From an optimization exercise on the open Yosys and OpenROAD flow, aimed at small area and a short achievable clock period; shortcuts taken in it are not production practice.
In this exercise RTL edits were held to simulation tests only and were not proved equivalent to the original.
No activity file was given, so power comes from the tool's default toggle rates.

==> flow/design.v (excerpt) <==
module bnn_neuron_top (
	input  wire                      clk,
	input  wire                      rstn,
	input  wire                      wr_en,
	input  bnn_pkg::store_sel_t      wr_sel,
	input  bnn_pkg::entry_addr_t     wr_addr,
	input  bnn_pkg::vec_t            wr_data,
	input  wire                      sample,
	input  bnn_pkg::entry_addr_t     addr,
	input  wire                      acc_clear,
	output bnn_pkg::acc_t            pre_activation,
	output logic                     fire
);
==> flow/config.mk <==
export PLATFORM = sky130hd
export DESIGN_NAME = bnn_neuron_top
export DESIGN_NICKNAME = bnn_neuron_top
export VERILOG_FILES = /design/flow/design.v
export SDC_FILE = /design/flow/constraint.sdc
export NUM_CORES = 4
export LEC_CHECK = 0
export ABC_CLOCK_PERIOD_IN_PS = 3000
export CAP_MARGIN = 20
export CORE_MARGIN = 2
export CORE_UTILIZATION = 40
export CTS_CLUSTER_DIAMETER = 100
export CTS_CLUSTER_SIZE = 30
export SLEW_MARGIN = 20
export TNS_END_PERCENT = 5

# no adder cells
export ADDER_MAP_FILE =
# repair target
export SETUP_SLACK_MARGIN = 5.4
# plain port buffers
export BUFFER_PORTS_ARGS = -buffer_cell sky130_fd_sc_hd__buf_2
==> flow/constraint.sdc <==
create_clock -name core_clock -period 8.0 [get_ports {clk}]
set_input_delay 1.6000 -clock core_clock [delete_from_list [all_inputs] [get_ports {clk}]]
set_output_delay 1.6000 -clock core_clock [all_outputs]
set_load 0.01 [all_outputs]
standard.sh (not shown) runs the stock make flow with config.mk's settings and CLKGATE_MAP_FILE= SYNTH_SCRIPT=/design/flow/synth_recipe.tcl, a recipe that flattens the netlist after the stock synthesis.
==> flow/flow/run.sh <==
#!/bin/bash
set -u
cfg="${FLOW_CONFIG:-config.mk}"
cp standard.sh standard.sh.txt
printf '\n# no adder cells\nexport ADDER_MAP_FILE =\n' >> "$cfg"
printf '# repair target\nexport SETUP_SLACK_MARGIN = 5.4\n' >> "$cfg"
printf '# plain port buffers\nexport BUFFER_PORTS_ARGS = -buffer_cell sky130_fd_sc_hd__buf_2\n' >> "$cfg"
bash standard.sh > standard.log 2>&1
status=$?
echo "standard.sh exit $status"
exit $status
The baseline ran to the end with no violations.
Next try:
==> flow/run.sh (new file) <==
#!/bin/bash
# synth_recipe.tcl (not shown) runs the flow's synth.tcl, then flattens the netlist and writes it again
# the make line also repeats each setting of config.mk as NAME=value (left out here)
make -C /OpenROAD-flow-scripts/flow DESIGN_CONFIG=/design/flow/config.mk WORK_HOME=/design/flow/orfs CLKGATE_MAP_FILE= SYNTH_SCRIPT=/design/flow/synth_recipe.tcl finish
BUFFER_PORTS_ARGS = unset   (was -buffer_cell sky130_fd_sc_hd__buf_2)
CTS_CLUSTER_DIAMETER = 150   (was 100)
SETUP_SLACK_MARGIN = 5.0   (was 5.4)
TNS_END_PERCENT = 100   (was 5)
removed: flow/flow/run.sh
removed: flow/standard.sh
Effect:
- The new run finished clean
- worst setup slack loses 0.15 ns
- die area went down slightly
- register-to-register slack got worse by 0.26 ns
- total power barely changes
- routed wire length drops by a little under a tenth
- utilization came out higher by 0.34 points
- combinational power climbs by a few percent
- area after synthesis came out lower slightly
- sequential power barely changes
- cell area is about the same
Next try:
==> flow/flow/run.sh (new file) <==
#!/bin/bash
# Standard layout, with one synthesis change: no full/half adder cells.
# The flow's extract_fa step maps the carry-save popcount tree and the
# adders onto sky130 fa/ha cells, whose sum output is slow; left as plain
# gates, ABC maps them to faster xor/and-or logic. Registers are unchanged.
set -u
cfg="${FLOW_CONFIG:-config.mk}"
cp standard.sh standard.sh.txt
printf '\n# no adder cells\nexport ADDER_MAP_FILE =\n' >> "$cfg"
bash standard.sh > standard.log 2>&1
status=$?
echo "standard.sh exit $status"
exit $status
==> flow/standard.sh (new file) <==
#!/bin/bash
# synth_recipe.tcl (not shown) runs the flow's synth.tcl, then flattens the netlist and writes it again
# the make line also repeats each setting of config.mk as NAME=value (left out here)
make -C /OpenROAD-flow-scripts/flow DESIGN_CONFIG=/design/flow/config.mk WORK_HOME=/design/flow/orfs CLKGATE_MAP_FILE= SYNTH_SCRIPT=/design/flow/synth_recipe.tcl "${@:-finish}"
CTS_CLUSTER_DIAMETER = 100   (was 150)
removed: flow/run.sh
After rerunning: Cell area rises slightly. Non-clock buffer count rises by 46. Total power rises slightly. Hold slack got worse by 0.013 ns. Synthesized cell count rises by a few percent.
Next try:
==> flow/flow/run.sh (replaced) <==
#!/bin/bash
# Standard layout, with two changes:
# - synthesis uses no full/half adder cells. The flow's extract_fa step maps
#   the carry-save popcount tree and the adders onto sky130 fa/ha cells,
#   whose sum output is slow; left as plain gates, ABC maps them to faster
#   xor/and-or logic. Registers are unchanged.
# - every port still gets its own buffer, but a plain buf_2 in place of the
#   delay buffer that buffer_ports picks by default (resizing may upsize it).
set -u
cfg="${FLOW_CONFIG:-config.mk}"
cp standard.sh standard.sh.txt
printf '\n# no adder cells\nexport ADDER_MAP_FILE =\n' >> "$cfg"
printf '# plain port buffers\nexport BUFFER_PORTS_ARGS = -buffer_cell sky130_fd_sc_hd__buf_2\n' >> "$cfg"
bash standard.sh > standard.log 2>&1
status=$?
echo "standard.sh exit $status"
exit $status
BUFFER_PORTS_ARGS = -buffer_cell sky130_fd_sc_hd__buf_2   (was unset)
What happened: Synthesized area is unchanged. Count of clock-buffer cells in the layout decreases by 18. Wire length fell by a few percent. Cell count goes down slightly. Sequential share of layout area came out higher by 1.3 points.
Next try:
==> flow/run.sh (new file) <==
#!/bin/bash
# synth_recipe.tcl (not shown) runs the flow's synth.tcl, then flattens the netlist and writes it again
# the make line also repeats each setting of config.mk as NAME=value (left out here)
make -C /OpenROAD-flow-scripts/flow DESIGN_CONFIG=/design/flow/config.mk WORK_HOME=/design/flow/orfs CLKGATE_MAP_FILE= SYNTH_SCRIPT=/design/flow/synth_recipe.tcl finish
BUFFER_PORTS_ARGS = unset   (was -buffer_cell sky130_fd_sc_hd__buf_2)
removed: flow/flow/run.sh
removed: flow/standard.sh
=> Cell count drops by a few percent. Sequential power stays flat. Worst hold slack got worse by 0.0044 ns. Wire length drops slightly. Setup slack got worse by 0.18 ns. Maximum frequency drops by a few percent. Power climbs slightly. Clock skew drops by 0.015 ns. Combinational power climbs by a few percent. Flip-flop and latch count does not change. Non-clock buffer count drops by 2.

Another version of the RTL of bnn_neuron_top (not shown whole).
For scale: about 2400 flip-flops.
export LEC_CHECK = 0
export ABC_CLOCK_PERIOD_IN_PS = 3000
export CAP_MARGIN = 20
export CORE_MARGIN = 2
export CORE_UTILIZATION = 40
export CTS_CLUSTER_DIAMETER = 100
export CTS_CLUSTER_SIZE = 30
export SLEW_MARGIN = 20
export TNS_END_PERCENT = 100
export SETUP_SLACK_MARGIN = 5.15
export BUFFER_PORTS_ARGS = -buffer_cell sky130_fd_sc_hd__buf_2
create_clock -name core_clock -period 8.0 [get_ports {clk}]
==> flow/flow/run.sh <==
#!/bin/bash
set -u
cfg="${FLOW_CONFIG:-config.mk}"
cp standard.sh standard.sh.txt
printf '\n# no adder cells\nexport ADDER_MAP_FILE =\n' >> "$cfg"
printf '# repair target\nexport SETUP_SLACK_MARGIN = 5.15\n' >> "$cfg"
printf '# plain port buffers\nexport BUFFER_PORTS_ARGS = -buffer_cell sky130_fd_sc_hd__buf_2\n' >> "$cfg"
bash standard.sh > standard.log 2>&1
status=$?
echo "standard.sh exit $status"
exit $status
The first run completed without violations.
Change:
--- a/flow/flow/run.sh
+++ b/flow/flow/run.sh
@@ -1,0 +2,7 @@
+# Standard layout, with two changes:
+# - synthesis uses no full/half adder cells. The flow's extract_fa step maps
+#   the carry-save popcount tree and the adders onto sky130 fa/ha cells,
+#   whose sum output is slow; left as plain gates, ABC maps them to faster
+#   xor/and-or logic. Registers are unchanged.
+# - every port still gets its own buffer, but a plain buf_2 in place of the
+#   delay buffer that buffer_ports picks by default (resizing may upsize it).
@@ -6 +12,0 @@
-printf '# repair target\nexport SETUP_SLACK_MARGIN = 5.15\n' >> "$cfg"
SETUP_SLACK_MARGIN = 4.85   (was 5.15)
=>
- clock skew went down by 0.0061 ns
- fmax fell by a few percent
- final area fell by a few percent
- cell count drops slightly
- global-route usage decreases by 1.2 points
Change:
==> flow/flow/run.sh (replaced) <==
#!/bin/bash
set -u
cfg="${FLOW_CONFIG:-config.mk}"
cp standard.sh standard.sh.txt
printf '\n# no adder cells\nexport ADDER_MAP_FILE =\n' >> "$cfg"
printf '# repair target\nexport SETUP_SLACK_MARGIN = 5.3\n' >> "$cfg"
printf '# plain port buffers\nexport BUFFER_PORTS_ARGS = -buffer_cell sky130_fd_sc_hd__buf_2\n' >> "$cfg"
bash standard.sh > standard.log 2>&1
status=$?
echo "standard.sh exit $status"
exit $status
SETUP_SLACK_MARGIN = 5.3   (was 4.85)
=>
- routed wire length is higher by 12%
- via count rises by about 5%
- non-clock buffer count increases by 244
Change:
--- a/flow/flow/run.sh
+++ b/flow/flow/run.sh
@@ -1,0 +2,7 @@
+# Standard layout, with two changes:
+# - synthesis uses no full/half adder cells. The flow's extract_fa step maps
+#   the carry-save popcount tree and the adders onto sky130 fa/ha cells,
+#   whose sum output is slow; left as plain gates, ABC maps them to faster
+#   xor/and-or logic. Registers are unchanged.
+# - every port still gets its own buffer, but a plain buf_2 in place of the
+#   delay buffer that buffer_ports picks by default (resizing may upsize it).
@@ -6 +12,0 @@
-printf '# repair target\nexport SETUP_SLACK_MARGIN = 5.3\n' >> "$cfg"
SETUP_SLACK_MARGIN = 5.0   (was 5.3)
Result: Clock skew shrinks by 0.0039 ns; maximum frequency shrinks by 5.7%; total power shrinks by 1.4%.

==> re-timing with driven ports <==
The results above use ideal ports. As a check the final layouts listed here were re-extracted and re-timed, cells and wires unchanged. Step 1 (the two cells are an assumption about what drives the block):
set clk [get_ports {clk}]
set_driving_cell -lib_cell sky130_fd_sc_hd__clkbuf_16 $clk
set_driving_cell -lib_cell sky130_fd_sc_hd__buf_2 [delete_from_list [all_inputs] $clk]
Step 2 also shifts input and output timing later by t, the mid clock arrival at the registers, as if the neighbouring blocks saw the same clock. a / b / c = ideal / step 1 / step 2; a / b = the first two.
run	t (ns)	setup WS [ns]	worst slew at a driven data input, ns
the first run of note 1	0.887	4.919 / 4.929 / 4.042	0.23
the second run of note 1	0.855	4.764 / 4.764 / 4.128	0.22
the third run of note 1	0.881	4.961 / 4.932 / 4.056	0.24
the fourth run of note 1	0.883	4.914 / 4.914 / 4.093	0.27
the fifth run of note 1	0.869	4.736 / 4.736 / 4.087	0.25
the first run of note 2	0.872	4.928 / 4.928 / 4.195	0.26
the second run of note 2	0.868	4.815 / 4.809 / 3.941	0.26
the third run of note 2	0.866	5.056 / 4.967 / 4.364	0.27
the fourth run of note 2	0.869	4.877 / 4.942 / 4.073	0.28
After both steps setup and hold are still met in every run listed. The setup slack of the third run of note 1, which loses most, moves by -0.029 ns with the drivers and by -0.905 ns with both steps.
